What follows belongs to an exercise in optimizing a design on an open flow for small area, a short achievable clock period and few clock cycles per item; a production flow would make more cautious choices. RTL that was checked went through simulation tests only; none was proved equivalent to the original. Only the layout flow was run in runs 1 to 4 and 7; the RTL was not checked for function there. No activity file was given, so power comes from the tool's default toggle rates. The clock port is modelled as an ideal driver; clocking choices that lean on that would not hold on a real chip.

`flow/run.sh`:
```
#!/bin/bash
# layout flow: the standard flow with buf_2 port buffers, the input buffers of the
# high-fanout inputs upsized after global placement, and no dummy clock loads
export BUFFER_PORTS_ARGS="-buffer_cell sky130_fd_sc_hd__buf_2"
export POST_GLOBAL_PLACE_TCL="$(pwd)/flow/post_gp.tcl"
export CTS_ARGS="-sink_clustering_enable -repair_clock_nets -sink_clustering_size 30 -sink_clustering_max_diameter 100 -dont_use_dummy_load"
bash standard.sh > standard.log 2>&1
```
`flow/post_gp.tcl`:
```
# after global placement: upsize the port buffers of the inputs with many loads
# (req_ip feeds the compare of every slot; rsp_stall, req_valid and req_mode feed the hold logic)
set block [ord::get_db_block]
foreach bt [$block getBTerms] {
  set name [$bt getName]
  if {[string match "req_ip*" $name] || $name eq "rsp_stall" || $name eq "req_valid" || $name eq "req_mode"} {
    set net [$bt getNet]
    foreach it [$net getITerms] {
      set inst [$it getInst]
      if {[[$inst getMaster] getName] ne "sky130_fd_sc_hd__buf_8"} {
        puts "upsizing port buffer [$inst getName] of $name"
        replace_cell [$inst getName] sky130_fd_sc_hd__buf_8
      }
    }
  }
}
```
`standard.sh`:
```
#!/bin/bash
# synth_recipe.tcl (not shown) runs the flow's synth.tcl, then flattens the netlist and writes it again
# the make line also repeats each setting of config.mk as NAME=value (left out here)
make -C /OpenROAD-flow-scripts/flow DESIGN_CONFIG=/design/flow/config.mk WORK_HOME=/design/flow/orfs CLKGATE_MAP_FILE= SYNTH_SCRIPT=/design/flow/synth_recipe.tcl "${@:-finish}"
```
`config.mk`:
```
export PLATFORM = sky130hd
export DESIGN_NAME = arp_cache
export DESIGN_NICKNAME = arp_cache
export VERILOG_FILES = /design/flow/design.v
export SDC_FILE = /design/flow/constraint.sdc
export NUM_CORES = 4
export LEC_CHECK = 0
export CAP_MARGIN = 20
export CORE_MARGIN = 2
export CORE_UTILIZATION = 70
export CTS_CLUSTER_DIAMETER = 100
export CTS_CLUSTER_SIZE = 30
export SETUP_SLACK_MARGIN = 2.6
export SLEW_MARGIN = 20
export TNS_END_PERCENT = 20
```
`constraint.sdc`:
```
create_clock -name core_clock -period 5.0 [get_ports {clk}]
set_input_delay 1.0000 -clock core_clock [delete_from_list [all_inputs] [get_ports {clk}]]
set_output_delay 1.0000 -clock core_clock [all_outputs]
set_load 0.01 [all_outputs]
```
`design.v`:
```
package arp_pkg;
  localparam int IP_W  = 32;
  localparam int MAC_W = 48;
  typedef struct packed {
    logic             mode;
    logic [IP_W-1:0]  ip_addr;
    logic [MAC_W-1:0] mac_in;
  } in_t;
  typedef struct packed {
    logic             hit;
    logic [MAC_W-1:0] mac_out;
  } out_t;
  localparam logic MODE_LOOKUP = 1'b0;
  localparam logic MODE_ADD    = 1'b1;
endpackage
module arp_cell (
  input  logic                      clk,
  input  logic                      wr_en,
  input  logic [arp_pkg::IP_W-1:0]  wr_ip,
  input  logic [arp_pkg::MAC_W-1:0] wr_mac,
  input  logic [arp_pkg::IP_W-1:0]  key,
  output logic                      match,
  output logic [arp_pkg::MAC_W-1:0] mac
);
  logic [arp_pkg::IP_W-1:0] ip;
  always_ff @(posedge clk) begin
    if (wr_en) begin
      ip  <= wr_ip;
      mac <= wr_mac;
    end
  end
  assign match = (ip == key);
endmodule
module arp_cache_table #(
  parameter int ENTRIES = 16
) (
  input  logic clk,
  input  logic rst,
  input  logic req_valid,
  output logic req_stall,
  input  arp_pkg::in_t  req,
  output logic rsp_valid,
  input  logic rsp_stall,
  output arp_pkg::out_t rsp
);
  localparam int IDX_W = (ENTRIES > 1) ? $clog2(ENTRIES) : 1;
  logic                      v0;
  logic                      add0;
  logic [arp_pkg::IP_W-1:0]  ip0;
  logic [arp_pkg::MAC_W-1:0] mac0;
  logic [ENTRIES-1:0]        hit0;
  logic blocked;
  logic hold;
  logic accept;
  assign hold      = blocked && rsp_stall;
  assign req_stall = hold;
  assign accept    = req_valid && !hold;
  logic [ENTRIES-1:0]                      valid;
  logic [ENTRIES-1:0]                      match;
  logic [ENTRIES-1:0]                      wr_en;
  logic [ENTRIES-1:0][arp_pkg::MAC_W-1:0]  slot_mac;
  for (genvar i = 0; i < ENTRIES; i++) begin : g_slot
    arp_cell u_cell (
      .clk    (clk),
      .wr_en  (wr_en[i]),
      .wr_ip  (ip0),
      .wr_mac (mac0),
      .key    (req.ip_addr),
      .match  (match[i]),
      .mac    (slot_mac[i])
    );
  end
  logic               eq_prev;
  logic [ENTRIES-1:0] hit_in;
  assign eq_prev = (req.ip_addr == ip0);
  always_comb begin
    for (int i = 0; i < ENTRIES; i++) begin
      if (wr_en[i]) hit_in[i] = eq_prev;
      else          hit_in[i] = valid[i] && match[i];
    end
  end
  always_ff @(posedge clk) begin
    if (rst) begin
      v0 <= 1'b0;
    end else if (!hold) begin
      v0 <= accept;
    end
  end
  always_ff @(posedge clk) begin
    if (!hold) begin
      add0 <= req.mode;
      hit0 <= hit_in;
    end
  end
  always_ff @(posedge clk) begin
    ip0  <= req.ip_addr;
    mac0 <= req.mac_in;
  end
  logic [ENTRIES-1:0] alloc;
  logic               full;
  logic               any_hit;
  logic               do_add;
  logic               adv;
  always_comb begin
    for (int i = 0; i < ENTRIES; i++) begin
      valid[i] = full;
      for (int j = i + 1; j < ENTRIES; j++) valid[i] = valid[i] || alloc[j];
    end
    any_hit = |hit0;
    do_add  = v0 && add0;
    wr_en   = {ENTRIES{do_add}} & (hit0 | (any_hit ? '0 : alloc));
  end
  assign adv = do_add && !any_hit;
  always_ff @(posedge clk) begin
    if (rst) begin
      alloc <= ENTRIES'(1);
      full  <= 1'b0;
    end else if (adv) begin
      if (!full && alloc[ENTRIES-1]) begin
        full  <= 1'b1;
        alloc <= ENTRIES'(1) << (1 % ENTRIES);
      end else begin
        alloc <= {alloc[ENTRIES-2:0], alloc[ENTRIES-1]};
      end
    end
  end
  logic [arp_pkg::MAC_W-1:0] rd_mac;
  logic                      push;
  logic                      load_rsp;
  logic                      rv_next;
  always_comb begin
    rd_mac = '0;
    for (int i = 0; i < ENTRIES; i++) begin
      rd_mac = rd_mac | (slot_mac[i] & {arp_pkg::MAC_W{hit0[i]}});
    end
  end
  assign push     = v0 && !add0;
  assign load_rsp = !(rsp_valid && rsp_stall);
  assign rv_next  = load_rsp ? push : 1'b1;
  always_ff @(posedge clk) begin
    if (rst) begin
      rsp_valid <= 1'b0;
      blocked   <= 1'b0;
    end else begin
      rsp_valid <= rv_next;
      blocked   <= rv_next && (hold ? 1'b1 : (accept && req.mode == arp_pkg::MODE_LOOKUP));
    end
  end
  always_ff @(posedge clk) begin
    if (load_rsp) begin
      rsp.hit     <= any_hit;
      rsp.mac_out <= rd_mac;
    end
  end
endmodule
module arp_cache (
  input  logic        clk,
  input  logic        rst,
  input  logic        req_valid,
  output logic        req_stall,
  input  logic        req_mode,
  input  logic [31:0] req_ip,
  input  logic [47:0] req_mac,
  output logic        rsp_valid,
  input  logic        rsp_stall,
  output logic        rsp_hit,
  output logic [47:0] rsp_mac
);
  arp_pkg::in_t  req;
  arp_pkg::out_t rsp;
  assign req.mode    = req_mode;
  assign req.ip_addr = req_ip;
  assign req.mac_in  = req_mac;
  assign rsp_hit     = rsp.hit;
  assign rsp_mac     = rsp.mac_out;
  arp_cache_table #(.ENTRIES(16)) u_table (
    .clk(clk), .rst(rst), .req_valid(req_valid), .req_stall(req_stall), .req(req),
    .rsp_valid(rsp_valid), .rsp_stall(rsp_stall), .rsp(rsp)
  );
endmodule
```
==> flow_summary.toml, run 1 <==
[run_status]
status = "finished clean"

[synth]
yosysSeqAreaShare = 0.792
synthCells = 2911
synth_seq_cells = 1446
ys_warn_count = 2
synth_cell_types = 37
asyncSetResetFlopFracSynth = 0
syn_nets = 2996
syn_area_per_cell_um2 = 18.4
synth-edff-count = 1346
synth_ff_type = "edfxtp_1"
synthesis.area_mm2 = 0.0536

[power_and_ir_drop]
p_int_mw = 15.6
power_frac_comb = 0.045
p_per_area_mw_per_mm2 = 335
seqPwrFrac = 0.686
swShare = 0.205
pwr-share-clk = 0.270
ir_drop_mv = 0.281
p_switching_mw = 4.02
p_leak_nw = 18.2

[setup_path]
critical_path.top_delay_family = "simple AND/OR/NAND/NOR gates"
crit_arrival_ps = 2920
crit_chain = "nor4_2, and4_4, buf_12, a21oi_1, nor2_2"
crit_slowest_cell = "nor2_2"
cp-start-kind = "flip-flop"
crit_fanout = 10
path_buf_inv = 1
crit_required_ps = 5300
cp_slowest_stage_delay_ps = 810
end_kind = "flip-flop"
critPathKind = "flip-flop to flip-flop"

[sta]
fmax_ghz = 0.381
tns_ps = 0
finalHoldViolCount = 0
worst_pin_slew_ps = 1020
whs_ps = 401
finalClockSkew_ps = 94.4
setup_violations = 0
relSlewSlack = 0.322
drv_slew = 0
fin_crit_sh = 0.525
layout_min_cycle_time_ps = 2620
rsz0062_at_grt = "true"

[final_layout]
multiInputGateArea_mm2 = 0.0105
diodes = 0
fillers = 4231
area.sequential_mm2 = 0.0424
fin_nets = 3170
layout-drive-gt1-share = 0.121
syn_to_final_growth_pct = 8.98
utilization = 0.770

[detailed_routing]
vias = 29500
post_drt_wl_per_cell_um = 37.0
detail_route.wirelength_mm = 150
drt_iter0_markers = 4712
ant_nets = 0
viasPerCell = 7.27
firstDrtPassIters = 6
drc_errors = 0

[min_path]
hold_path.class = "input port to flip-flop"

[global_route]
gr-total-overflow = 0
antenna_found_initial = 0
grt_max_degree = 77
grt_pass1_wl_mm = 207
grt_pass1_vias = 28600
track_usage = 0.381

[floorplan]
std_cell_rows = 101
die_x_um = 281
start_util = 0.707
io_pins = 136
die_y_um = 281
die_area_mm2 = 0.0788
coreArea_mm2 = 0.0758

[place]
io_buffers = 135
hpwl_mm = 76.9

[cts]
cts-buffers-inserted = 54
path_clk_slew_ps = 120
hold_buffers = 0
clock_path_buffers = 3
cts.sinks = 1446
cts_tree = "done"
insertion_delay_ps = 690
h-tree-depth = 2
root_buffer = "clkbuf_16"

[job]
maxCapViolCount = 0
## layout make-up
type                    instances  share of cell area
clock buffers                  54              0.0231
multi-input cells            1296               0.180
flip-flops and latches       1446               0.727
repair buffers                284              0.0487
well taps                     978              0.0210
inverters                       3            0.000193
## cells by family (layout without fill, tap and decap cells)
| logic type | Yosys count | count (layout) | share of synthesized area |
|---|---|---|---|
| simple gates | 308 | 310 | 0.0340 |
| flops | 1446 | 1446 | 0.792 |
| mux | 16 | 16 | 0.00299 |
| buf+inv | 171 | 341 | 0.0152 |
| xor+xnor | 543 | 543 | 0.0888 |
| compound gates | 427 | 427 | 0.0672 |
## stage by stage
step           instances  power [mW]  area (um^2)  setup slack (ps)
2_1_floorplan       2911        14.1        53700              2020
3_3_place_gp        3952        14.5        55600              1520
3_5_place_dp        3952        14.5        56000              1640
4_1_cts             4044        19.6        58000              2290
5_1_grt             4061        20.0        58400              2410
6_report            4061        19.6        58400              2380
## routing by layer
| metal | wire length [um] | global-route usage | up-vias |
|---|---|---|---|
| li1 | - | - | 11800 |
| met5 | 0 | 0 | - |
| met3 | 16900 | 0.0597 | 387 |
| met4 | 8700 | 0.184 | 0 |
| met2 | 72400 | 0.626 | 2277 |
| met1 | 52200 | 0.505 | 15000 |
## Yosys cell counts (2+ instances only)
cell type	instances	area [um^2]
edfxtp_1	1346	40400
xnor2_1	476	4170
a221oi_1	192	1680
a22o_1	192	1680
nand4_1	170	1060
dfxtp_1	100	2000
clkbuf_1	92	345
xor2_1	67	587
buf_2	52	260
nor4_1	46	288
a21oi_1	34	170
nand3_1	26	130
nand2_1	21	78.8
nor2_1	17	63.8
mux2i_1	16	160
buf_6	12	135
buf_1	8	30.0
nor3_1	8	40.0
nand2b_1	6	37.5
buf_4	4	30.0
o211ai_1	4	30.0
nor2_2	3	18.8
or4_1	3	22.5
inv_1	2	7.51
nor3_2	2	20.0
## registers in the layout, summed over array words and instances (netlist names), 16 cells and up
| register | count |
|---|---|
| u_table.alloc | 16 |
| u_table.g_slot.u_cell.ip | 512 |
| u_table.g_slot.u_cell.mac | 768 |
| u_table.hit0 | 16 |
| u_table.ip0 | 32 |
| u_table.mac0 | 48 |
| u_table.rsp | 49 |
## repair_timing
item,in CTS,in global routing
pin swaps,9,7
endpoints found under the setup margin,1307,1151
cloned,11,6
buffers inserted,27,11
gates resized for setup,28,39
## power by group through the flow
stage          Clock, mW  Sequential [mW]  Combinational [mW]
2_1_floorplan          0             13.7               0.420
6_report            5.28             13.4               0.873
3_3_place_gp           0             13.7               0.799
3_5_place_dp           0             13.7               0.841
4_1_cts             5.27             13.4               0.858
5_1_grt             5.61             13.4               0.897
## layout by cell type (no fill, tap or decap), types with 3 or more instances in the layout
cell / Yosys / final
buf_6: 12 / 16
nor4_2: 0 / 4
nor2_1: 17 / 4
buf_4: 4 / 93
bufbuf_16: 0 / 5
nor4_1: 46 / 42
a22o_1: 192 / 192
clkbuf_16: 0 / 60
buf_2: 52 / 100
xnor2_1: 476 / 476
mux2i_1: 16 / 16
nand2b_1: 6 / 6
nor2_4: 0 / 17
or4_1: 3 / 3
o211ai_1: 4 / 4
buf_12: 0 / 13
buf_8: 0 / 41
dfxtp_1: 100 / 98
buf_16: 0 / 10
xor2_1: 67 / 67
nand2_1: 21 / 17
a221oi_1: 192 / 192
nand3_1: 26 / 26
nor3_1: 8 / 8
a21oi_1: 34 / 32
edfxtp_1: 1346 / 1346
nand4_1: 170 / 170
## worst paths after layout
kind                             startpoint                                  endpoint  slack [ps]  depth (start not counted)
max               u_table.hit0[7]$_DFFE_PN_  u_table.g_slot[2].u_cell.ip[1]$_DFFE_PP_        2380                          5
min                             req_mac[28]                  u_table.mac0[28]$_DFF_P_         400                          1
max reg2reg       u_table.hit0[7]$_DFFE_PN_  u_table.g_slot[2].u_cell.ip[1]$_DFFE_PP_        2380                          5
min reg2reg  u_table.alloc[11]$_SDFFE_PP0P_            u_table.alloc[11]$_SDFFE_PP0P_         500                          2
==> run 2: changes to the inputs <==
--- a/design.v
+++ b/design.v
@@ -49,5 +49,6 @@
   logic [arp_pkg::IP_W-1:0]  ip0;
   logic [arp_pkg::MAC_W-1:0] mac0;
-  logic [ENTRIES-1:0]        hit0;
+  logic [ENTRIES-1:0]        hit0;      
+  logic [ENTRIES-1:0]        hit0_wr;   
   logic blocked;
   logic hold;
@@ -94,6 +95,7 @@
   end
   always_ff @(posedge clk) begin
-    ip0  <= req.ip_addr;
-    mac0 <= req.mac_in;
+    ip0     <= req.ip_addr;
+    mac0    <= req.mac_in;
+    hit0_wr <= hit_in;
   end
   logic [ENTRIES-1:0] alloc;
@@ -107,7 +109,7 @@
       for (int j = i + 1; j < ENTRIES; j++) valid[i] = valid[i] || alloc[j];
     end
-    any_hit = |hit0;
+    any_hit = |hit0_wr;
     do_add  = v0 && add0;
-    wr_en   = {ENTRIES{do_add}} & (hit0 | (any_hit ? '0 : alloc));
+    wr_en   = {ENTRIES{do_add}} & (hit0_wr | (any_hit ? '0 : alloc));
   end
   assign adv = do_add && !any_hit;
@@ -149,5 +151,5 @@
   always_ff @(posedge clk) begin
     if (load_rsp) begin
-      rsp.hit     <= any_hit;
+      rsp.hit     <= |hit0;
       rsp.mac_out <= rd_mac;
     end
==> run 2 against run 1 <==
Clock skew is 44 ps lower. Largest cell class unchanged. Global-route usage up 1.5 points. Non-clock buffer count increased by 2. Largest power group unchanged. Critical path depth grew 1. First-iteration DRC count rose by 12%. Combinational power shrank 1%. Die area rose by 0.35%. Flip-flop and latch count is 16 higher. Sequential power is essentially flat.
==> flow_summary.toml, run 2 <==
[sta]
relSlewSlack = 0.332
setup_violations = 0
fin_crit_sh = 0.536
finalHoldViolCount = 0
final.setup.worst_slack_ps = 2320
tns_ps = 0
rsz0062_at_grt = "true"
fmax_ghz = 0.373
finalClockSkew_ps = 50.2
layout_min_cycle_time_ps = 2680
drv_slew = 0
worst_pin_slew_ps = 1000
whs_ps = 419

[setup_path]
crit_fanout = 18
crit_required_ps = 5440
crit_slowest_cell = "nor4_1"
cp-start-kind = "input port"
crit_chain = "buf_8, xnor2_1, nand4_1, nor4_1, nand2_1, o31ai_1"
end_kind = "flip-flop"
critPathLaunch = "req_ip[15]"
cp_slowest_stage_delay_ps = 590
critPathKind = "input port to flip-flop"
reg2reg_from = "u_table.g_slot[4].u_cell.ip[15]$_DFFE_PP_"
crit_arrival_ps = 3120

[synth]
synth_seq_cells = 1462
ys_warn_count = 2
synth-edff-count = 1346
syn_nets = 2999
syn_area_per_cell_um2 = 18.5
synth.most_common_cell = "edfxtp_1"
synthDominantCellAreaShare = 0.752
synthTopCellsByArea = "edfxtp_1, xnor2_1, dfxtp_1"
yosysSeqAreaShare = 0.795
yosys.area.top_type = "edfxtp_1"
synth_cell_types = 38
synthCells = 2914
synth_common_cells = "edfxtp_1, xnor2_1, a22o_1"
asyncSetResetFlopFracSynth = 0
synth_ff_type = "edfxtp_1"
synthesis.area_mm2 = 0.0538

[cts]
clock_path_buffers = 3
insertion_delay_ps = 680
cts.sinks = 1462
h-tree-depth = 2
hold_buffers = 0
root_buffer = "clkbuf_16"
cts-buffers-inserted = 54
cts_tree = "done"
path_clk_slew_ps = 120

[min_path]
worstHoldStart = "req_mac[2]"
hold_path.class = "input port to flip-flop"

[floorplan]
start_util = 0.708
std_cell_rows = 101
io_pins = 136
die_x_um = 281
die_y_um = 281
die_area_mm2 = 0.0790
coreArea_mm2 = 0.0759

[global_route]
grt_pass1_vias = 29500
grt_max_degree = 53
track_usage = 0.395
gr-total-overflow = 0
grt_pass1_wl_mm = 215
antenna_found_initial = 4

[final_layout]
top_regs = "u_table.g_slot.u_cell.mac: 768 flops, u_table.g_slot.u_cell.ip: 512 flops, u_table.rsp: 49 flops"
final_cells = 4152
fin_nets = 3209
fillers = 4108
multiInputGateArea_mm2 = 0.0111
layout_commonest_cell = "edfxtp_1"
syn_to_final_growth_pct = 9.79
diodes = 0
final_cell_mix = "edfxtp_1, xnor2_1, a22o_1, a221oi_1, nand4_1"
largest_reg_flops = 768
area.sequential_mm2 = 0.0428
layout-drive-gt1-share = 0.135
top_register = "u_table.g_slot.u_cell.mac"

[power_and_ir_drop]
p_total_mw = 19.7
p_leak_nw = 18.5
p_per_area_mw_per_mm2 = 334
ir_drop_mv = 0.470

[detailed_routing]
detail_route.wirelength_mm = 157
vias = 30600
ant_nets = 0
firstDrtPassIters = 5
drc_errors = 0
viasPerCell = 7.36
drt_iter0_markers = 5270
post_drt_wl_per_cell_um = 37.8

[run_status]
status = "finished clean"

[place]
dp_cells = 4016
pre_cts_ws_ps = 1630
hpwl_mm = 76.4
io_buffers = 135

[job]
maxCapViolCount = 0
run 2: cell count changes after synthesis, moves of 6 or more:
cell,delta
nor2_1,-11
buf_2,-30
buf_6,-11
a22o_1,+10
nor4_1,+9
buf_1,+20
dfxtp_1,+16
clkbuf_1,+13
nand2_1,+6
a21oi_1,-16
run 2: final cells by class:
type,instances,area share
Clock buffer,54,0.0229
Inverter,2,0.000127
Multi-Input combinational cell,1318,0.187
Sequential cell,1462,0.725
Tap cell,1030,0.0218
Timing Repair Buffer,286,0.0433
run 2: logic make-up after synthesis:
group	after synthesis	synth area share
flops	1462	0.795
xor+xnor	543	0.0885
compound gates	430	0.0686
simple gates	310	0.0342
buf+inv	158	0.0117
mux	11	0.00205
run 2: where the power goes:
part / leakage [nW] / switching [mW] / internal (mW)
Clock: 0.665 / 3.36 / 1.95
Sequential: 13.3 / 0.130 / 13.4
Combinational: 4.57 / 0.558 / 0.305
Total: 18.5 / 4.05 / 15.7
run 2: worst paths after layout:
path | endpoint | slack (ps) | cells past startpoint
max | u_table.hit0[4]$_DFFE_PN_ | 2320 | 6
min | u_table.mac0[2]$_DFF_P_ | 420 | 1
max reg2reg | u_table.hit0[4]$_DFFE_PN_ | 2470 | 5
min reg2reg | u_table.v0$_SDFFE_PP0N_ | 500 | 2
run 2: worst max-delay path, delay by kind of cell:
| kind | cells | cell delay, ps |
|---|---|---|
| simple gates | 3 | 1080 |
| xor+xnor | 1 | 470 |
| compound gates | 1 | 390 |
| buf+inv | 1 | 170 |
run 2: stage by stage:
step | utilization | instance area, um^2
floorplan | - | 54100
global placement | 0.739 | 56100
detailed placement | 0.744 | 56500
CTS | 0.771 | 58600
global route | 0.777 | 59000
finish | 0.777 | 59000
run 2: timing repair:
action,CTS,global route
resized for setup,24,47
cloned,24,6
pin swaps,17,4
setup buffers,34,18
setup endpoints to repair,1214,1159
run 2: layer usage:
layer,part of all wire,global-route usage
met1,0.34,0.532
met2,0.47,0.633
met3,0.12,0.0636
met4,0.064,0.210
met5,0.00022,0
==> run 3: changes to the inputs <==
==> flow/run.sh (replaced) <==
#!/bin/bash
# layout flow: the standard flow, with buf_2 cells as the port buffers and no dummy clock loads
export BUFFER_PORTS_ARGS="-buffer_cell sky130_fd_sc_hd__buf_2"
export CTS_ARGS="-sink_clustering_enable -repair_clock_nets -sink_clustering_size 30 -sink_clustering_max_diameter 100 -dont_use_dummy_load"
bash standard.sh > standard.log 2>&1
removed: flow/post_gp.tcl
==> run 3 against run 2 <==
Via count up 0.14%. Sequential share of layout area about the same. First-iteration DRC count up 8.4%. Hold slack worse by 5.2 ps. Clock skew down 3.6 ps. Register-to-register slack worse by 70 ps. Combinational power down 2%. Sequential power about the same. Largest power group unchanged. Synthesized area unchanged.
==> flow_summary.toml, run 3 <==
[floorplan]
die_x_um = 281
coreArea_mm2 = 0.0759
std_cell_rows = 101
start_util = 0.708
die_y_um = 281
io_pins = 136
die_area_mm2 = 0.0790

[final_layout]
fin_nets = 3217
stdcell_area_mm2 = 0.0590
layout-drive-gt1-share = 0.141
layout_commonest_cell = "edfxtp_1"
fillers = 4189
syn_to_final_growth_pct = 9.76
top_register = "u_table.g_slot.u_cell.mac"
utilization = 0.777
largest_reg_flops = 768
top_regs = "u_table.g_slot.u_cell.mac: 768 flops, u_table.g_slot.u_cell.ip: 512 flops, u_table.rsp: 49 flops"
final_cell_mix = "edfxtp_1, xnor2_1, a22o_1, a221oi_1, nand4_1"

[setup_path]
crit_slowest_cell = "a32o_2"
crit_fanout = 23
cp_slowest_stage_delay_ps = 790
critPathKind = "flip-flop to flip-flop"
r2r_slack_ps = 2400
critical_path.top_delay_family = "compound AO/OA/AOI/OAI gates"
r2r-end = "u_table.g_slot[8].u_cell.mac[4]$_DFFE_PP_"
crit_chain = "and2_2, buf_12, and4_4, a32o_2"
ff2ff_path_depth = 4
crit_required_ps = 5310
crit_arrival_ps = 2910
end_kind = "flip-flop"
reg2reg_from = "u_table.add0$_DFFE_PN_"
cp-start-kind = "flip-flop"
path_buf_inv = 1

[min_path]
hold_path.class = "input port to flip-flop"
holdPathStages = 1
hold_end = "u_table.mac0[0]$_DFF_P_"
worstHoldStart = "req_mac[0]"

[synth]
synth_common_cells = "edfxtp_1, xnor2_1, a22o_1"
ys_warn_count = 2
synthTopCellsByArea = "edfxtp_1, xnor2_1, dfxtp_1"
synthesis.area_mm2 = 0.0538
yosysSeqAreaShare = 0.795
synth_seq_cells = 1462
asyncSetResetFlopFracSynth = 0
synth-edff-count = 1346
syn_area_per_cell_um2 = 18.5
synthDominantCellAreaShare = 0.752
syn_nets = 2999
synth_cell_types = 38
synth.most_common_cell = "edfxtp_1"
yosys.area.top_type = "edfxtp_1"
synth_ff_type = "edfxtp_1"
synthCells = 2914

[cts]
clock_path_buffers = 3
cts.sinks = 1462
root_buffer = "clkbuf_16"
path_clk_slew_ps = 120
insertion_delay_ps = 680
h-tree-depth = 2
cts-buffers-inserted = 54
cts_tree = "done"

[detailed_routing]
vias = 30600
post_drt_wl_per_cell_um = 37.9
firstDrtPassIters = 6
ant_nets = 0
drc_errors = 0
viasPerCell = 7.35
detail_route.wirelength_mm = 158
drt_iter0_markers = 5712

[place]
placed_cell_area_mm2 = 0.0561
io_buffers = 135
hpwl_mm = 76.5
gp_congestion = 0.916

[power_and_ir_drop]
ir_drop_mv = 0.340
p_leak_nw = 18.6
p_per_area_mw_per_mm2 = 334

[global_route]
antenna_found_initial = 2
track_usage = 0.397
gr-total-overflow = 0
grt_pass1_wl_mm = 216
grt_pass1_vias = 29600
grt_max_degree = 53

[sta]
rsz0062_at_grt = "true"
fin_crit_sh = 0.520
layout_min_cycle_time_ps = 2600
relSlewSlack = 0.302
finalClockSkew_ps = 46.7
worst_pin_slew_ps = 1030
setup_violations = 0
fmax_ghz = 0.385
drv_slew = 0
tns_ps = 0
finalHoldViolCount = 0

[run_status]
status = "finished clean"

[job]
maxCapViolCount = 0
run 3: cell types whose count changed in the layout (fill, tap and decap cells not counted), moves of 3 or more:
cell | previous run | this run
clkbuf_4 | 0 | 9
dfxtp_4 | 2 | 5
dfxtp_2 | 16 | 11
nor4_1 | 43 | 36
o31ai_1 | 5 | 2
nor4_2 | 8 | 13
buf_6 | 9 | 33
buf_8 | 35 | 1
buf_4 | 118 | 125
o31ai_2 | 0 | 3
run 3: layer usage:
| layer | track usage | part of all wire |
|---|---|---|
| met4 | 0.214 | 0.060 |
| met5 | 0 | 0 |
| met2 | 0.639 | 0.48 |
| met3 | 0.0683 | 0.12 |
| met1 | 0.526 | 0.34 |
run 3: stage by stage:
stage	cells	setup slack [ps]	hold slack (ps)	total power [mW]
3_5_place_dp	4016	1500	486	14.6
3_3_place_gp	4016	1470	450	14.6
4_1_cts	4133	2380	393	19.7
5_1_grt	4160	2450	401	20.1
2_1_floorplan	2914	2460	441	14.2
6_report	4161	2400	414	19.7
run 3: power breakdown:
part | internal (mW) | switching [mW]
combinational | 0.288 | 0.561
sequential | 13.4 | 0.131
clock | 1.95 | 3.35
total | 15.7 | 4.04
run 3: repair_timing:
item	4_1_cts	5_1_grt
cloned	23	7
hold buffers	0	0
buffers inserted	40	20
resized for setup	47	113
pin swaps	17	14
endpoints found under the setup margin	1228	998
run 3: worst reg2reg max path, stage by stage (launching register included):
cell and delay (ps):
edfxtp_1 380, and2_2 250, buf_12 250, and4_4 550, a32o_2 800
run 3: worst max path at each step:
stage,startpoint,end,slack [ps],depth (start not counted)
3_3_place_gp,req_ip[1],u_table.hit0[13]$_DFFE_PN_,1470,7
3_5_place_dp,req_ip[1],u_table.hit0[13]$_DFFE_PN_,1500,7
4_1_cts,rsp_stall,req_stall,2380,4
6_report,u_table.add0$_DFFE_PN_,u_table.g_slot[8].u_cell.mac[4]$_DFFE_PP_,2400,4
5_1_grt,u_table.v0$_SDFFE_PP0N_,u_table.g_slot[4].u_cell.ip[28]$_DFFE_PP_,2450,4
2_1_floorplan,rsp_stall,u_table.blocked$_SDFF_PP0_,2460,3
run 3: cells by family after synthesis:
logic type                after synthesis  synth area share
AOI/OAI and AO/OA                     430            0.0686
buffers and inverters                 158            0.0117
xor gates and xnor gates              543            0.0885
and+or+nand+nor                       310            0.0342
DFF                                  1462             0.795
muxes                                  11           0.00205
run 3: area by class of cell:
type / count / area, um^2 / area share
flip-flops and latches: 1462 / 42800 / 0.725
multi-input cells: 1319 / 11200 / 0.189
repair buffers: 293 / 2440 / 0.0413
clock buffers: 54 / 1350 / 0.0229
well taps: 1030 / 1290 / 0.0218
inverters: 2 / 7.51 / 0.000127
diodes: 1 / 2.50 / 0.0000424
==> run 4: changes to the inputs <==
--- a/design.v
+++ b/design.v
@@ -49,6 +49,5 @@
   logic [arp_pkg::IP_W-1:0]  ip0;
   logic [arp_pkg::MAC_W-1:0] mac0;
-  logic [ENTRIES-1:0]        hit0;      
-  logic [ENTRIES-1:0]        hit0_wr;   
+  logic [ENTRIES-1:0]        hit0;
   logic blocked;
   logic hold;
@@ -95,7 +94,6 @@
   end
   always_ff @(posedge clk) begin
-    ip0     <= req.ip_addr;
-    mac0    <= req.mac_in;
-    hit0_wr <= hit_in;
+    ip0  <= req.ip_addr;
+    mac0 <= req.mac_in;
   end
   logic [ENTRIES-1:0] alloc;
@@ -109,7 +107,7 @@
       for (int j = i + 1; j < ENTRIES; j++) valid[i] = valid[i] || alloc[j];
     end
-    any_hit = |hit0_wr;
+    any_hit = |hit0;
     do_add  = v0 && add0;
-    wr_en   = {ENTRIES{do_add}} & (hit0_wr | (any_hit ? '0 : alloc));
+    wr_en   = {ENTRIES{do_add}} & (hit0 | (any_hit ? '0 : alloc));
   end
   assign adv = do_add && !any_hit;
@@ -151,5 +149,5 @@
   always_ff @(posedge clk) begin
     if (load_rsp) begin
-      rsp.hit     <= |hit0;
+      rsp.hit     <= any_hit;
       rsp.mac_out <= rd_mac;
     end
==> run.sh (new file) <==
#!/bin/bash
# synth_recipe.tcl (not shown) runs the flow's synth.tcl, then flattens the netlist and writes it again
# the make line also repeats each setting of config.mk as NAME=value (left out here)
make -C /OpenROAD-flow-scripts/flow DESIGN_CONFIG=/design/flow/config.mk WORK_HOME=/design/flow/orfs CLKGATE_MAP_FILE= SYNTH_SCRIPT=/design/flow/synth_recipe.tcl finish
removed: flow/run.sh
removed: standard.sh
==> run 4 against run 3 <==
Critical path type is now input port to flip-flop. Sequential power barely moved. Flip-flop and latch count down 16. Clock skew fell by 6.7 ps. Sequential share of layout area fell by 1.5 points. Synthesized area is 0.36% lower. Clock-buffer cell count grew 44. Power increased by 1.6%.
==> flow_summary.toml, run 4 <==
[setup_path]
cp-start-kind = "input port"
crit_required_ps = 5540
critPathKind = "input port to flip-flop"
crit_fanout = 10
end_kind = "flip-flop"
ff2ff_path_depth = 4
crit_arrival_ps = 3140

[final_layout]
largest_reg_flops = 768
syn_to_final_growth_pct = 11.5
fin_nets = 3228
final_cell_mix = "edfxtp_1, xnor2_1, a22o_1, a221oi_1, nand4_1"
top_register = "u_table.g_slot.u_cell.mac"
layout_commonest_cell = "edfxtp_1"
top_regs = "u_table.g_slot.u_cell.mac: 768 flops, u_table.g_slot.u_cell.ip: 512 flops, u_table.rsp: 49 flops"
layout-drive-gt1-share = 0.109

[floorplan]
die_x_um = 281
die_area_mm2 = 0.0788
start_util = 0.707
coreArea_mm2 = 0.0758
std_cell_rows = 101
die_y_um = 281
io_pins = 136

[global_route]
grt_pass1_vias = 29000
track_usage = 0.383
antenna_found_initial = 2
grt_max_degree = 60
gr-total-overflow = 0
grt_pass1_wl_mm = 209

[synth]
synth_seq_cells = 1446
synthAdderAreaFrac = 0
synthTopCellsByArea = "edfxtp_1, xnor2_1, dfxtp_1"
synth_top_family_by_area = "XOR/XNOR gates"
synthXorXnorAreaFrac = 0.0888
muxShareOfSynthArea = 0.00299
yosys.area_share.simple = 0.0340
syn_nets = 2996
yosysSeqAreaShare = 0.792
synth-edff-count = 1346
synthDominantCellAreaShare = 0.754
synth_ff_type = "edfxtp_1"
synth_cell_types = 37
yosys.area.top_type = "edfxtp_1"
synth_common_cells = "edfxtp_1, xnor2_1, a221oi_1, a22o_1, nand4_1"
synth.most_common_cell = "edfxtp_1"
syn_area_per_cell_um2 = 18.4
synth-compound-area-share = 0.0672
ys_warn_count = 2
synthCells = 2911
asyncSetResetFlopFracSynth = 0
synthesis.area_mm2 = 0.0536

[cts]
root_buffer = "clkbuf_16"
cts.sinks = 1446
insertion_delay_ps = 690
cts-buffers-inserted = 54
cts_tree = "done"
path_clk_slew_ps = 120
h-tree-depth = 2
clock_path_buffers = 3

[min_path]
hold_path.class = "flip-flop to flip-flop"
holdPathStages = 0

[sta]
layout_min_cycle_time_ps = 2600
fin_crit_sh = 0.519
final.setup.worst_slack_ps = 2400
fmax_ghz = 0.385
setup_violations = 0
drv_slew = 0
worst_pin_slew_ps = 1110
rsz0062_at_grt = "true"
tns_ps = 0
relSlewSlack = 0.260
finalClockSkew_ps = 40.0
finalHoldViolCount = 0

[detailed_routing]
post_drt_wl_per_cell_um = 36.7
drc_errors = 0
ant_nets = 0
vias = 30000
detail_route.wirelength_mm = 153
viasPerCell = 7.20
firstDrtPassIters = 8
drt_iter0_markers = 4589

[power_and_ir_drop]
p_leak_nw = 19.2
swShare = 0.209
pwr-share-clk = 0.279
power_frac_comb = 0.049
p_total_mw = 20.0
ir_drop_mv = 0.360
p_per_area_mw_per_mm2 = 335
p_switching_mw = 4.18
seqPwrFrac = 0.672
p_int_mw = 15.8

[place]
gp_congestion = 0.957
io_buffers = 135
hpwl_mm = 81.2
pre_cts_ws_ps = 1020

[run_status]
status = "finished clean"

[job]
maxCapViolCount = 0
-- run 4: path summary, 6_finish.rpt --
check	startpoint	endpoint	slack [ps]
worst max-delay path	req_ip[23]	u_table.hit0[13]$_DFFE_PN_	2400
worst min-delay path	u_table.ip0[10]$_DFF_P_	u_table.g_slot[12].u_cell.ip[10]$_DFFE_PP_	470
worst max register to register	u_table.hit0[3]$_DFFE_PN_	u_table.g_slot[3].u_cell.ip[26]$_DFFE_PP_	2470
worst min register to register	u_table.ip0[10]$_DFF_P_	u_table.g_slot[12].u_cell.ip[10]$_DFFE_PP_	470
-- run 4: repair_timing --
item / CTS / global route
hold buffers: 0 / 0
resized for setup: 161 / 151
buffers inserted: 22 / 41
setup endpoints to repair: 1363 / 1159
pin swaps: 14 / 11
gates cloned: 6 / 7
-- run 4: per-layer routing --
metal | vias up | global-route usage | share of wire
li1 | 12000 | - | -
met1 | 15400 | 0.509 | 0.35
met2 | 2191 | 0.624 | 0.48
met3 | 414 | 0.0553 | 0.11
met4 | 2 | 0.208 | 0.060
met5 | - | 0 | 0.000085
-- run 4: critical path, stage by stage --
cell and delay (ps):
clkbuf_4 220, buf_8 210, xor2_1 180, nor4_1 370, nand4_1 390, or4_1 610, mux2i_1 140
-- run 4: final cells by class --
type                            instances  area (um^2)
Antenna cell                            1         2.50
Multi-Input combinational cell       1296        10800
Clock inverter                          3         62.6
Inverter                                3         13.8
Sequential cell                      1446        42400
Clock buffer                           98         1540
Tap cell                              978         1220
Fill cell                            4140        16100
Timing Repair Buffer                  342         3740
-- run 4: cells by family after synthesis --
logic type / after synthesis
AOI/OAI and AO/OA: 427
xor gates and xnor gates: 543
buffers and inverters: 171
and+or+nand+nor: 308
muxes: 16
DFF: 1446
-- run 4: power groups by stage --
stage	Combinational [mW]	Sequential, mW	Clock, mW
after floorplan	0.420	13.7	0
after global placement	0.895	13.7	0
after detailed placement	0.903	13.7	0
after CTS	0.920	13.4	5.58
after global routing	1.00	13.5	5.92
final	0.980	13.4	5.58
-- run 4: per-stage QoR --
stage,util,instance area [um^2],std cells,hold WS (ps)
4_1_cts,0.777,58900,4118,466
2_1_floorplan,-,53700,2911,453
3_3_place_gp,0.747,56600,3989,426
3_5_place_dp,0.747,56600,3989,439
5_1_grt,0.788,59800,4167,468
6_report,0.788,59800,4167,467
==> run 5: changes to the inputs <==
--- a/design.v
+++ b/design.v
@@ -97,6 +97,7 @@
     mac0 <= req.mac_in;
   end
+  logic [IDX_W-1:0]   alloc_idx;
+  logic               full;
   logic [ENTRIES-1:0] alloc;
-  logic               full;
   logic               any_hit;
   logic               do_add;
@@ -104,6 +105,6 @@
   always_comb begin
     for (int i = 0; i < ENTRIES; i++) begin
-      valid[i] = full;
-      for (int j = i + 1; j < ENTRIES; j++) valid[i] = valid[i] || alloc[j];
+      valid[i] = full || (alloc_idx > IDX_W'(i));
+      alloc[i] = (alloc_idx == IDX_W'(i));
     end
     any_hit = |hit0;
@@ -114,12 +115,12 @@
   always_ff @(posedge clk) begin
     if (rst) begin
-      alloc <= ENTRIES'(1);
-      full  <= 1'b0;
+      alloc_idx <= '0;
+      full      <= 1'b0;
     end else if (adv) begin
-      if (!full && alloc[ENTRIES-1]) begin
-        full  <= 1'b1;
-        alloc <= ENTRIES'(1) << (1 % ENTRIES);
+      if (!full && alloc_idx == IDX_W'(ENTRIES - 1)) begin
+        full      <= 1'b1;
+        alloc_idx <= IDX_W'(1 % ENTRIES);
       end else begin
-        alloc <= {alloc[ENTRIES-2:0], alloc[ENTRIES-1]};
+        alloc_idx <= IDX_W'(alloc_idx + 1'b1);
       end
     end
==> flow/run.sh (new file) <==
#!/bin/bash
# layout flow: the standard flow with buf_2 port buffers, a resizing step after global
# placement (flow/post_gp.tcl) and no dummy clock loads
export BUFFER_PORTS_ARGS="-buffer_cell sky130_fd_sc_hd__buf_2"
export POST_GLOBAL_PLACE_TCL="$(pwd)/flow/post_gp.tcl"
export CTS_ARGS="-sink_clustering_enable -repair_clock_nets -sink_clustering_size 30 -sink_clustering_max_diameter 100 -dont_use_dummy_load"
bash standard.sh > standard.log 2>&1
==> flow/post_gp.tcl (new file) <==
# after global placement: give the 4-input nors (the last stages of the ip compare trees)
# twice the drive, as their rising output is slow on the long wires to the hit registers
set block [ord::get_db_block]
foreach inst [$block getInsts] {
  if {[[$inst getMaster] getName] eq "sky130_fd_sc_hd__nor4_1"} {
    replace_cell [$inst getName] sky130_fd_sc_hd__nor4_2
  }
}
==> standard.sh (new file) <==
#!/bin/bash
# synth_recipe.tcl (not shown) runs the flow's synth.tcl, then flattens the netlist and writes it again
# the make line also repeats each setting of config.mk as NAME=value (left out here)
make -C /OpenROAD-flow-scripts/flow DESIGN_CONFIG=/design/flow/config.mk WORK_HOME=/design/flow/orfs CLKGATE_MAP_FILE= SYNTH_SCRIPT=/design/flow/synth_recipe.tcl "${@:-finish}"
removed: run.sh
==> run 5 against run 4 <==
Register-to-register slack improved by 40 ps. Via count down 2.2%. Combinational power is 8.9% lower. Clock skew grew 15 ps. Critical endpoint is now u_table.hit0[5]$_DFFE_PN_. Maximum frequency is 4.1% higher. Core utilization fell by 1.6 points. Highest routed layer is now met4. Final cell count shrank 2.9%.
==> flow_summary.toml, run 5 <==
[setup_path]
end_kind = "flip-flop"
crit_fanout = 41
critPathKind = "flip-flop to flip-flop"
cp-start-kind = "flip-flop"
crit_required_ps = 5390
crit_arrival_ps = 2880
ff2ff_path_depth = 6
r2r_slack_ps = 2510
reg2reg_from = "u_table.hit0[5]$_DFFE_PN_"
r2r-end = "u_table.hit0[5]$_DFFE_PN_"

[synth]
synth_seq_cells = 1434
synthCells = 2882
syn_nets = 2971
ys_warn_count = 2
synthDominantCellAreaShare = 0.758
yosys.area.top_type = "edfxtp_1"
synthesis.area_mm2 = 0.0533
synth_common_cells = "edfxtp_1, xnor2_1, a221oi_1, a22o_1, nand4_1"
yosysSeqAreaShare = 0.791
synth-edff-count = 1346
synth_cell_types = 40
synth.most_common_cell = "edfxtp_1"
syn_area_per_cell_um2 = 18.5
asyncSetResetFlopFracSynth = 0
synth_ff_type = "edfxtp_1"
synthTopCellsByArea = "edfxtp_1, xnor2_1, dfxtp_1"

[sta]
tns_ps = 0
fmax_ghz = 0.401
finalClockSkew_ps = 55.0
fin_crit_sh = 0.499
setup_violations = 0
finalHoldViolCount = 0
relSlewSlack = 0.328
drv_slew = 0
worst_pin_slew_ps = 1010
layout_min_cycle_time_ps = 2490
rsz0062_at_grt = "true"

[job]
maxCapViolCount = 0

[global_route]
grt_max_degree = 70
grt_pass1_wl_mm = 208
antenna_found_initial = 1
track_usage = 0.382
gr-total-overflow = 0
grt_pass1_vias = 28800

[cts]
clock_path_buffers = 3
insertion_delay_ps = 680
path_clk_slew_ps = 110
cts-buffers-inserted = 53
h-tree-depth = 2
cts_tree = "done"
cts.sinks = 1434
root_buffer = "clkbuf_16"

[power_and_ir_drop]
ir_drop_mv = 0.379
p_leak_nw = 18.2
p_per_area_mw_per_mm2 = 333

[detailed_routing]
drt_iter0_markers = 4264
detail_route.wirelength_mm = 150
vias = 29300
post_drt_wl_per_cell_um = 37.2
viasPerCell = 7.25
drc_errors = 0
ant_nets = 0
firstDrtPassIters = 5

[floorplan]
std_cell_rows = 101
die_area_mm2 = 0.0784
die_x_um = 280
io_pins = 136
die_y_um = 280
start_util = 0.704
coreArea_mm2 = 0.0757

[final_layout]
syn_to_final_growth_pct = 9.67
top_regs = "u_table.g_slot.u_cell.mac: 768 flops, u_table.g_slot.u_cell.ip: 512 flops, u_table.rsp: 49 flops"
fin_nets = 3160
top_register = "u_table.g_slot.u_cell.mac"
multiInputGateArea_mm2 = 0.0110
final_cells = 4048
layout_commonest_cell = "edfxtp_1"
fillers = 4119
largest_reg_flops = 768
final_cell_mix = "edfxtp_1, xnor2_1, a22o_1, a221oi_1, nand4_1"
layout-drive-gt1-share = 0.145
area.sequential_mm2 = 0.0422

[min_path]
hold_end = "u_table.mac0[46]$_DFF_P_"
holdPathStages = 1
hold_path.class = "input port to flip-flop"
worstHoldStart = "req_mac[46]"

[run_status]
status = "finished clean"

[place]
io_buffers = 135
dp_cells = 3930
hpwl_mm = 79.2
run 5: worst max-delay path by stage:
stage	startpoint	endpoint	slack [ps]	depth (start not counted)
final	u_table.hit0[5]$_DFFE_PN_	u_table.hit0[5]$_DFFE_PN_	2510	6
after global routing	u_table.hit0[11]$_DFFE_PN_	u_table.g_slot[0].u_cell.ip[27]$_DFFE_PP_	2500	5
after CTS	u_table.alloc_idx[0]$_SDFFE_PP0P_	u_table.hit0[9]$_DFFE_PN_	2520	7
after detailed placement	u_table.hit0[13]$_DFFE_PN_	u_table.g_slot[1].u_cell.ip[8]$_DFFE_PP_	1530	6
after global placement	req_ip[29]	u_table.hit0[13]$_DFFE_PN_	1400	7
after floorplan	u_table.hit0[11]$_DFFE_PN_	u_table.hit0[11]$_DFFE_PN_	1990	8
run 5: cells by family after synthesis:
kind of cell | after synthesis | share of synthesized area
fa+ha+maj | 4 | 0.000939
xor+xnor | 545 | 0.0896
compound gates | 427 | 0.0683
mux | 16 | 0.00300
flops | 1434 | 0.791
simple gates | 283 | 0.0314
buf+inv | 173 | 0.0154
run 5: worst max-delay path, stage by stage, from the launching register on:
cell	delay, ps
edfxtp_1	550
buf_8	330
buf_6	330
a31oi_1	140
nor2_4	290
buf_16	350
mux2i_1	130
run 5: per-layer routing:
metal,global-route usage,share of wire,vias up
li1,-,-,11800
met1,0.511,0.35,15000
met2,0.622,0.48,2156
met3,0.0598,0.10,406
met4,0.193,0.060,0
met5,0,0,-
run 5: timing repair:
item | 4_1_cts | 5_1_grt
resized for setup | 96 | 37
hold buffers | 0 | 0
cloned | 16 | 6
hold endpoints to repair | 0 | 0
pin swaps | 15 | 12
setup buffers | 34 | 8
endpoints found under the setup margin | 1298 | 958
run 5: power by group:
group / switching, mW / leakage [nW] / internal, mW
Sequential: 0.127 / 13.0 / 13.2
Combinational: 0.597 / 4.54 / 0.296
Clock: 3.30 / 0.653 / 1.91
Total: 4.03 / 18.2 / 15.4
run 5: layout make-up:
| cell class | instances | share of cell area |
|---|---|---|
| Antenna cell | 1 | 0.0000428 |
| Clock buffer | 53 | 0.0227 |
| Inverter | 7 | 0.000450 |
| Multi-Input combinational cell | 1281 | 0.188 |
| Sequential cell | 1434 | 0.722 |
| Tap cell | 978 | 0.0209 |
| Timing Repair Buffer | 294 | 0.0463 |
run 5: through the flow:
stage / total power, mW / util / cell area (um^2) / setup WS (ps) / hold slack (ps)
final: 19.4 / 0.772 / 58400 / 2510 / 413
after global routing: 19.8 / 0.772 / 58400 / 2500 / 399
after CTS: 19.4 / 0.768 / 58100 / 2520 / 392
after floorplan: 14.0 / - / 53500 / 1990 / 448
after detailed placement: 14.4 / 0.737 / 55800 / 1530 / 440
after global placement: 14.4 / 0.733 / 55500 / 1400 / 410
Testbench counts of run 5, summed over its fixed seeds: cycles 18,012, items 18,000.
==> run 6: changes to the inputs <==
==> flow/post_gp.tcl (replaced) <==
# after global placement: upsize the port buffers of the high-fanout inputs, and give the 4-input nors (the last stages of the ip compare trees)
# twice the drive, as their rising output is slow on the long wires to the hit registers
set block [ord::get_db_block]
foreach inst [$block getInsts] {
  if {[[$inst getMaster] getName] eq "sky130_fd_sc_hd__nor4_1"} {
    replace_cell [$inst getName] sky130_fd_sc_hd__nor4_2
  }
}
set block [ord::get_db_block]
foreach bt [$block getBTerms] {
  set name [$bt getName]
  if {[string match "req_ip*" $name] || $name eq "rsp_stall" || $name eq "req_valid" || $name eq "req_mode"} {
    set net [$bt getNet]
    foreach it [$net getITerms] {
      set inst [$it getInst]
      if {[[$inst getMaster] getName] ne "sky130_fd_sc_hd__buf_8"} {
        puts "upsizing port buffer [$inst getName] of $name"
        replace_cell [$inst getName] sky130_fd_sc_hd__buf_8
      }
    }
  }
}
==> run 6 against run 5 <==
Core utilization increased by 0.56 points. Synthesized cell count is the same. Design area increased by 0.72%. Die area unchanged. First-iteration DRC count is 14% higher. Synthesized area is the same. Register-to-register slack barely moved. Non-clock buffer count is 4 higher. Largest cell class unchanged.
==> flow_summary.toml, run 6 <==
[setup_path]
cp-start-kind = "flip-flop"
critPathKind = "flip-flop to flip-flop"
crit_arrival_ps = 2870
crit_slowest_cell = "bufbuf_16"
end_kind = "flip-flop"
cp_slowest_stage_delay_ps = 470
crit_required_ps = 5360
crit_chain = "nor4_4, and4_4, a31oi_2, nor2_4, bufbuf_16"
crit_fanout = 34

[final_layout]
final_cell_mix = "edfxtp_1, xnor2_1, a22o_1, a221oi_1, nand4_1"
fillers = 4084
top_regs = "u_table.g_slot.u_cell.mac: 768 flops, u_table.g_slot.u_cell.ip: 512 flops, u_table.rsp: 49 flops"
diodes = 0
layout-drive-gt1-share = 0.145
fin_nets = 3164
top_register = "u_table.g_slot.u_cell.mac"
stdcell_area_mm2 = 0.0589
syn_to_final_growth_pct = 10.5
layout_commonest_cell = "edfxtp_1"
largest_reg_flops = 768

[cts]
cts_tree = "done"
hold_buffers = 0
path_clk_slew_ps = 120
cts.sinks = 1434
insertion_delay_ps = 680
h-tree-depth = 2
cts-buffers-inserted = 53
root_buffer = "clkbuf_16"
clock_path_buffers = 3

[detailed_routing]
drc_errors = 0
viasPerCell = 7.31
post_drt_wl_per_cell_um = 37.7
firstDrtPassIters = 7
drt_iter0_markers = 4850
ant_nets = 0
vias = 29600
detail_route.wirelength_mm = 153

[floorplan]
die_area_mm2 = 0.0784
start_util = 0.704
die_y_um = 280
std_cell_rows = 101
die_x_um = 280
io_pins = 136
coreArea_mm2 = 0.0757

[sta]
layout_min_cycle_time_ps = 2500
fin_crit_sh = 0.500
drv_slew = 0
finalClockSkew_ps = 52.5
whs_ps = 416
rsz0062_at_grt = "true"
setup_violations = 0
finalHoldViolCount = 0
fmax_ghz = 0.400
relSlewSlack = 0.319
final.setup.worst_slack_ps = 2500
worst_pin_slew_ps = 1020
tns_ps = 0

[min_path]
hold_path.class = "input port to flip-flop"

[synth]
syn_area_per_cell_um2 = 18.5
yosys.area.top_type = "edfxtp_1"
synth.most_common_cell = "edfxtp_1"
synthCells = 2882
synthTopCellsByArea = "edfxtp_1, xnor2_1, dfxtp_1"
synth_cell_types = 40
yosysSeqAreaShare = 0.791
synth_common_cells = "edfxtp_1, xnor2_1, a221oi_1, a22o_1, nand4_1"
synthesis.area_mm2 = 0.0533
synth_seq_cells = 1434
synthDominantCellAreaShare = 0.758
synth-edff-count = 1346
ys_warn_count = 2
syn_nets = 2971
asyncSetResetFlopFracSynth = 0
synth_ff_type = "edfxtp_1"

[place]
hpwl_mm = 79.5
placed_cell_area_mm2 = 0.0561
pre_cts_ws_ps = 1530
io_buffers = 135

[power_and_ir_drop]
p_per_area_mw_per_mm2 = 331
seqPwrFrac = 0.685
p_switching_mw = 4.04
p_total_mw = 19.5
ir_drop_mv = 0.379
pwr-share-clk = 0.268
power_frac_comb = 0.047
p_leak_nw = 18.4
swShare = 0.207
p_int_mw = 15.4

[global_route]
grt_pass1_vias = 29100
grt_max_degree = 55
grt_pass1_wl_mm = 211
antenna_found_initial = 1
track_usage = 0.389
gr-total-overflow = 0

[job]
maxCapViolCount = 0

[run_status]
status = "finished clean"
[run 6: layout make-up]
| cell class | count | area [um^2] | area share |
|---|---|---|---|
| Sequential cell | 1434 | 42200 | 0.717 |
| Multi-Input combinational cell | 1281 | 10900 | 0.186 |
| Timing Repair Buffer | 298 | 3160 | 0.0536 |
| Clock buffer | 53 | 1330 | 0.0225 |
| Tap cell | 978 | 1220 | 0.0208 |
| Inverter | 7 | 26.3 | 0.000446 |
[run 6: cell families after synthesis]
family,synth area share
and+or+nand+nor,0.0314
xor gates and xnor gates,0.0896
buffers and inverters,0.0154
adders and majority gates,0.000939
AOI/OAI and AO/OA,0.0683
muxes,0.00300
DFF,0.791
[run 6: repair_timing]
item / in CTS / in global routing
setup endpoints to repair: 1297 / 981
resized for setup: 65 / 30
setup buffers: 39 / 2
endpoints found under the hold margin: 0 / 0
gates cloned: 20 / 7
pin swaps: 16 / 7
[run 6: worst paths after layout]
| kind | slack, ps | start | depth (start not counted) | end |
|---|---|---|---|---|
| hold / removal | 420 | req_mac[38] | 1 | u_table.mac0[38]$_DFF_P_ |
| setup / recovery | 2500 | u_table.hit0[15]$_DFFE_PN_ | 5 | u_table.g_slot[6].u_cell.mac[40]$_DFFE_PP_ |
| setup reg to reg | 2500 | u_table.hit0[15]$_DFFE_PN_ | 5 | u_table.g_slot[6].u_cell.mac[40]$_DFFE_PP_ |
| hold reg to reg | 470 | u_table.ip0[18]$_DFF_P_ | 0 | u_table.g_slot[7].u_cell.ip[18]$_DFFE_PP_ |
[run 6: stage by stage]
stage | util | cells
final | 0.778 | 4051
after detailed placement | 0.742 | 3930
after CTS | 0.774 | 4042
after global routing | 0.778 | 4051
after global placement | 0.733 | 3930
after floorplan | - | 2882
[run 6: routing by layer]
layer / vias to the layer above / share of wire / global-route usage
met1: 15100 / 0.35 / 0.515
met2: 2347 / 0.48 / 0.631
met5: - / 0 / 0
met4: 0 / 0.063 / 0.210
li1: 11800 / - / -
met3: 387 / 0.11 / 0.0629
[run 6: power by group through the flow]
stage                     registers, mW  logic (mW)  clock network [mW]
final                              13.3       0.916                5.22
after global routing               13.4       0.938                5.56
after CTS                          13.3       0.894                5.21
after detailed placement           13.6       0.862                   0
after global placement             13.6       0.808                   0
after floorplan                    13.6       0.413                   0
[run 6: critical path, delay by kind of cell (launching register included)]
kind            cells  cell delay (ps)
compound gates      1              130
buf+inv             1              470
flops               1              460
simple gates        3             1110
==> run 7: changes to the inputs <==
--- a/design.v
+++ b/design.v
@@ -45,15 +45,18 @@
 );
   localparam int IDX_W = (ENTRIES > 1) ? $clog2(ENTRIES) : 1;
-  logic                      v0;
-  logic                      add0;
+  logic                      lk0;       
+  logic                      ad0;       
   logic [arp_pkg::IP_W-1:0]  ip0;
   logic [arp_pkg::MAC_W-1:0] mac0;
-  logic [ENTRIES-1:0]        hit0;
+  logic [ENTRIES-1:0]        hit_rd0;   
+  logic [ENTRIES-1:0]        hit_wr0;   
   logic blocked;
   logic hold;
   logic accept;
+  logic acc_add;
   assign hold      = blocked && rsp_stall;
   assign req_stall = hold;
   assign accept    = req_valid && !hold;
+  assign acc_add   = accept && req.mode == arp_pkg::MODE_ADD;
   logic [ENTRIES-1:0]                      valid;
   logic [ENTRIES-1:0]                      match;
@@ -82,25 +85,30 @@
   always_ff @(posedge clk) begin
     if (rst) begin
-      v0 <= 1'b0;
+      lk0 <= 1'b0;
     end else if (!hold) begin
-      v0 <= accept;
+      lk0 <= accept && req.mode == arp_pkg::MODE_LOOKUP;
+    end
+  end
+  always_ff @(posedge clk) begin
+    if (rst) begin
+      ad0 <= 1'b0;
+    end else begin
+      ad0 <= acc_add;
     end
   end
   always_ff @(posedge clk) begin
     if (!hold) begin
-      add0 <= req.mode;
-      hit0 <= hit_in;
+      hit_rd0 <= hit_in;
     end
   end
   always_ff @(posedge clk) begin
-    ip0  <= req.ip_addr;
-    mac0 <= req.mac_in;
+    hit_wr0 <= hit_in & {ENTRIES{acc_add}};
+    ip0     <= req.ip_addr;
+    mac0    <= req.mac_in;
   end
   logic [IDX_W-1:0]   alloc_idx;
   logic               full;
   logic [ENTRIES-1:0] alloc;
-  logic               any_hit;
-  logic               do_add;
-  logic               adv;
+  logic               new_slot;
   always_comb begin
     for (int i = 0; i < ENTRIES; i++) begin
@@ -108,14 +116,12 @@
       alloc[i] = (alloc_idx == IDX_W'(i));
     end
-    any_hit = |hit0;
-    do_add  = v0 && add0;
-    wr_en   = {ENTRIES{do_add}} & (hit0 | (any_hit ? '0 : alloc));
+    new_slot = ad0 && !(|hit_wr0);
+    wr_en    = hit_wr0 | (alloc & {ENTRIES{new_slot}});
   end
-  assign adv = do_add && !any_hit;
   always_ff @(posedge clk) begin
     if (rst) begin
       alloc_idx <= '0;
       full      <= 1'b0;
-    end else if (adv) begin
+    end else if (new_slot) begin
       if (!full && alloc_idx == IDX_W'(ENTRIES - 1)) begin
         full      <= 1'b1;
@@ -127,5 +133,4 @@
   end
   logic [arp_pkg::MAC_W-1:0] rd_mac;
-  logic                      push;
   logic                      load_rsp;
   logic                      rv_next;
@@ -133,10 +138,9 @@
     rd_mac = '0;
     for (int i = 0; i < ENTRIES; i++) begin
-      rd_mac = rd_mac | (slot_mac[i] & {arp_pkg::MAC_W{hit0[i]}});
+      rd_mac = rd_mac | (slot_mac[i] & {arp_pkg::MAC_W{hit_rd0[i]}});
     end
   end
-  assign push     = v0 && !add0;
   assign load_rsp = !(rsp_valid && rsp_stall);
-  assign rv_next  = load_rsp ? push : 1'b1;
+  assign rv_next  = load_rsp ? lk0 : 1'b1;
   always_ff @(posedge clk) begin
     if (rst) begin
@@ -150,5 +154,5 @@
   always_ff @(posedge clk) begin
     if (load_rsp) begin
-      rsp.hit     <= any_hit;
+      rsp.hit     <= |hit_rd0;
       rsp.mac_out <= rd_mac;
     end
==> flow/run.sh (replaced) <==
#!/bin/bash
# layout flow: the standard flow with buf_2 port buffers, the input buffers of the
# high-fanout inputs upsized after global placement, and no dummy clock loads
export BUFFER_PORTS_ARGS="-buffer_cell sky130_fd_sc_hd__buf_2"
export POST_GLOBAL_PLACE_TCL="$(pwd)/flow/post_gp.tcl"
export CTS_ARGS="-sink_clustering_enable -repair_clock_nets -sink_clustering_size 30 -sink_clustering_max_diameter 100 -dont_use_dummy_load"
bash standard.sh > standard.log 2>&1
==> flow/post_gp.tcl (replaced) <==
# after global placement: upsize the port buffers of the inputs with many loads
# (req_ip feeds the compare of every slot; rsp_stall, req_valid and req_mode feed the hold logic)
set block [ord::get_db_block]
foreach bt [$block getBTerms] {
  set name [$bt getName]
  if {[string match "req_ip*" $name] || $name eq "rsp_stall" || $name eq "req_valid" || $name eq "req_mode"} {
    set net [$bt getNet]
    foreach it [$net getITerms] {
      set inst [$it getInst]
      if {[[$inst getMaster] getName] ne "sky130_fd_sc_hd__buf_8"} {
        puts "upsizing port buffer [$inst getName] of $name"
        replace_cell [$inst getName] sky130_fd_sc_hd__buf_8
      }
    }
  }
}
==> run 7 against run 6 <==
Global-route usage up 1.3 points. Die area up 0.65%. First-iteration DRC count up 11%. Via count up 2.4%. Final cell count up 3.1%. Worst setup slack worse by 270 ps. Sequential power about the same. Combinational power down 6.8%. Critical endpoint is now u_table.hit_wr0[6]$_DFF_P_. Largest cell class unchanged.
==> flow_summary.toml, run 7 <==
[run_status]
status = "finished clean"

[global_route]
grt_pass1_vias = 29400
grt_pass1_wl_mm = 217
antenna_found_initial = 3
track_usage = 0.402
grt_max_degree = 52
gr-total-overflow = 0

[synth]
yosysSeqAreaShare = 0.792
synthCells = 2914
yosys.area.top_type = "edfxtp_1"
synthesis.area_mm2 = 0.0536
synth.most_common_cell = "edfxtp_1"
asyncSetResetFlopFracSynth = 0
synth_cell_types = 39
ys_warn_count = 2
syn_area_per_cell_um2 = 18.4
synth_ff_type = "edfxtp_1"
syn_nets = 3003
synthDominantCellAreaShare = 0.753
synth_common_cells = "edfxtp_1, xnor2_1, xor2_1"
synth-edff-count = 1345
synthTopCellsByArea = "edfxtp_1, xnor2_1, dfxtp_1"
synth_seq_cells = 1450

[detailed_routing]
viasPerCell = 7.26
detail_route.wirelength_mm = 159
firstDrtPassIters = 8
drt_iter0_markers = 5377
drc_errors = 0
vias = 30300
post_drt_wl_per_cell_um = 38.0
ant_nets = 0

[floorplan]
die_y_um = 281
io_pins = 136
die_area_mm2 = 0.0789
std_cell_rows = 101
coreArea_mm2 = 0.0759
start_util = 0.706
die_x_um = 281

[setup_path]
crit_arrival_ps = 3350
end_kind = "flip-flop"
crit_slowest_cell = "a2111oi_0"
cp-start-kind = "input port"
cp_slowest_stage_delay_ps = 820
crit_chain = "buf_8, buf_4, xor2_1, nor4_1, nand4_1, a2111oi_0, nand2_1, a21oi_1"
reg2reg_from = "u_table.ip0[7]$_DFF_P_"
crit_required_ps = 5580
critical_path.top_delay_family = "compound AO/OA/AOI/OAI gates"
crit_fanout = 10
critPathKind = "input port to flip-flop"
path_buf_inv = 2
critPathLaunch = "req_ip[4]"
r2r_slack_ps = 2240

[job]
maxCapViolCount = 0

[final_layout]
top_register = "u_table.g_slot.u_cell.mac"
syn_to_final_growth_pct = 11.0
layout_commonest_cell = "edfxtp_1"
utilization = 0.784
top_regs = "u_table.g_slot.u_cell.mac: 768 flops, u_table.g_slot.u_cell.ip: 512 flops, u_table.rsp: 49 flops"
final_cell_mix = "edfxtp_1, xnor2_1, xor2_1"
fin_nets = 3236
final_cells = 4178
largest_reg_flops = 768
layout-drive-gt1-share = 0.139

[cts]
h-tree-depth = 2
cts-buffers-inserted = 54
hold_buffers = 0
root_buffer = "clkbuf_16"
path_clk_slew_ps = 110
cts.sinks = 1450
clock_path_buffers = 3
insertion_delay_ps = 680
cts_tree = "done"

[sta]
fin_crit_sh = 0.554
drv_slew = 0
relSlewSlack = 0.206
worst_pin_slew_ps = 1190
layout_min_cycle_time_ps = 2770
finalHoldViolCount = 0
tns_ps = 0
fmax_ghz = 0.361
finalClockSkew_ps = 85.6
setup_violations = 0
rsz0062_at_grt = "true"

[power_and_ir_drop]
pwr-share-clk = 0.270
seqPwrFrac = 0.687
p_total_mw = 19.6
p_leak_nw = 19.0
p_switching_mw = 4.03
p_int_mw = 15.6
swShare = 0.206
p_per_area_mw_per_mm2 = 329
power_frac_comb = 0.044
ir_drop_mv = 0.395

[min_path]
hold_path.class = "input port to flip-flop"
worstHoldStart = "req_mac[23]"

[place]
io_buffers = 135
dp_cells = 4025
hpwl_mm = 80.7
run 7: cell types whose count changed after synthesis, sizes merged, moves of 6 or more:
cell    change
a21oi       +6
clkbuf     -14
dfxtp      +17
inv         +9
nand4      -11
nor2       -12
nor2b      +11
nor4       +19
xnor2      -75
xor2       +75
run 7: cells by family after synthesis:
kind of cell	after synthesis	synth area share
AO/OA/AOI/OAI	430	0.0682
buffers and inverters	173	0.0143
flip-flops	1450	0.792
AND/OR/NAND/NOR	300	0.0334
XOR/XNOR	545	0.0890
adder cells (fa/ha/maj)	4	0.000933
multiplexers	12	0.00224
run 7: path summary, 6_finish.rpt:
| kind | to | cells after the start |
|---|---|---|
| hold / removal | u_table.mac0[23]$_DFF_P_ | 1 |
| hold reg to reg | u_table.lk0$_SDFFE_PP0N_ | 2 |
| setup reg to reg | u_table.hit_wr0[5]$_DFF_P_ | 6 |
| setup / recovery | u_table.hit_wr0[6]$_DFF_P_ | 8 |
run 7: what timing repair did:
action | in CTS | in global routing
cloned | 31 | 7
endpoints found under the setup margin | 1316 | 1292
resized for setup | 45 | 37
buffers inserted | 44 | 13
pin swaps | 5 | 4
run 7: area by class of cell:
class	count	area (um^2)
clock buffers	54	1350
inverters	16	118
multi-input cells	1295	10700
repair buffers	322	3540
flip-flops and latches	1450	42500
repair inverters	8	55.1
fillers	4062	16400
diodes	3	7.51
well taps	1030	1290
run 7: power groups by stage:
| stage | logic (mW) | registers [mW] | clock network [mW] |
|---|---|---|---|
| finish | 0.854 | 13.4 | 5.29 |
| global route | 0.871 | 13.5 | 5.62 |
| CTS | 0.832 | 13.4 | 5.25 |
| detailed placement | 0.820 | 13.7 | 0 |
| global placement | 0.781 | 13.7 | 0 |
| floorplan | 0.387 | 13.7 | 0 |
run 7: layer usage:
metal / share of wire / vias up / routed length (um) / track usage
met5: 0.000082 / - / 13 / 0
met4: 0.072 / 2 / 11500 / 0.243
met3: 0.12 / 521 / 18400 / 0.0631
met2: 0.47 / 2495 / 74800 / 0.642
met1: 0.34 / 15300 / 54100 / 0.530
li1: - / 12000 / - / -
run 7: through the flow:
| step | area (um^2) | hold slack, ps | setup WS, ps |
|---|---|---|---|
| final | 59600 | 416 | 2230 |
| after global routing | 59600 | 394 | 2230 |
| after CTS | 59000 | 405 | 2280 |
| after floorplan | 53900 | 432 | 2240 |
| after global placement | 56100 | 441 | 1280 |
| after detailed placement | 56400 | 471 | 1300 |

[re-timing with driven ports]
Ports are ideal in the flow. The routed layouts listed here were re-timed in OpenROAD.
Step 1 sets driving cells, clkbuf_16 on the clock port and buf_2 on the other inputs (assumed; they add their load-dependent delay and slew).
Step 2 adds t to the input delays and takes it off the output delays; t is the mean of the earliest and latest rising clock arrival at the registers after step 1. Input paths then give back, and output paths get back, about the clock's delay inside the block.
Three values: ideal ports, drivers, drivers and shift; two values: the first two.
run | t, ns | slack for setup (ns) | worst setup path at the end | worst register clock-pin slew, ns
run 1 | 0.715 | 2.376 / 2.376 / 1.807 | input to register | 0.12 / 0.12
run 2 | 0.727 | 2.319 / 2.339 / 1.612 | input to register | 0.12 / 0.12
run 3 | 0.724 | 2.401 / 2.401 / 1.864 | input to register | 0.12 / 0.12
run 4 | 0.736 | 2.405 / 2.442 / 1.709 | input to register | 0.12 / 0.12
run 5 | 0.716 | 2.506 / 2.506 / 1.874 | input to register | 0.12 / 0.12
run 6 | 0.731 | 2.499 / 2.499 / 1.877 | input to register | 0.12 / 0.12
run 7 | 0.711 | 2.230 / 2.237 / 1.539 | input to register | 0.12 / 0.12
After both steps every run listed still meets setup and hold. For run 2, which loses most, drivers alone change the setup slack by +0.020 ns; drivers and shift together by -0.707 ns.
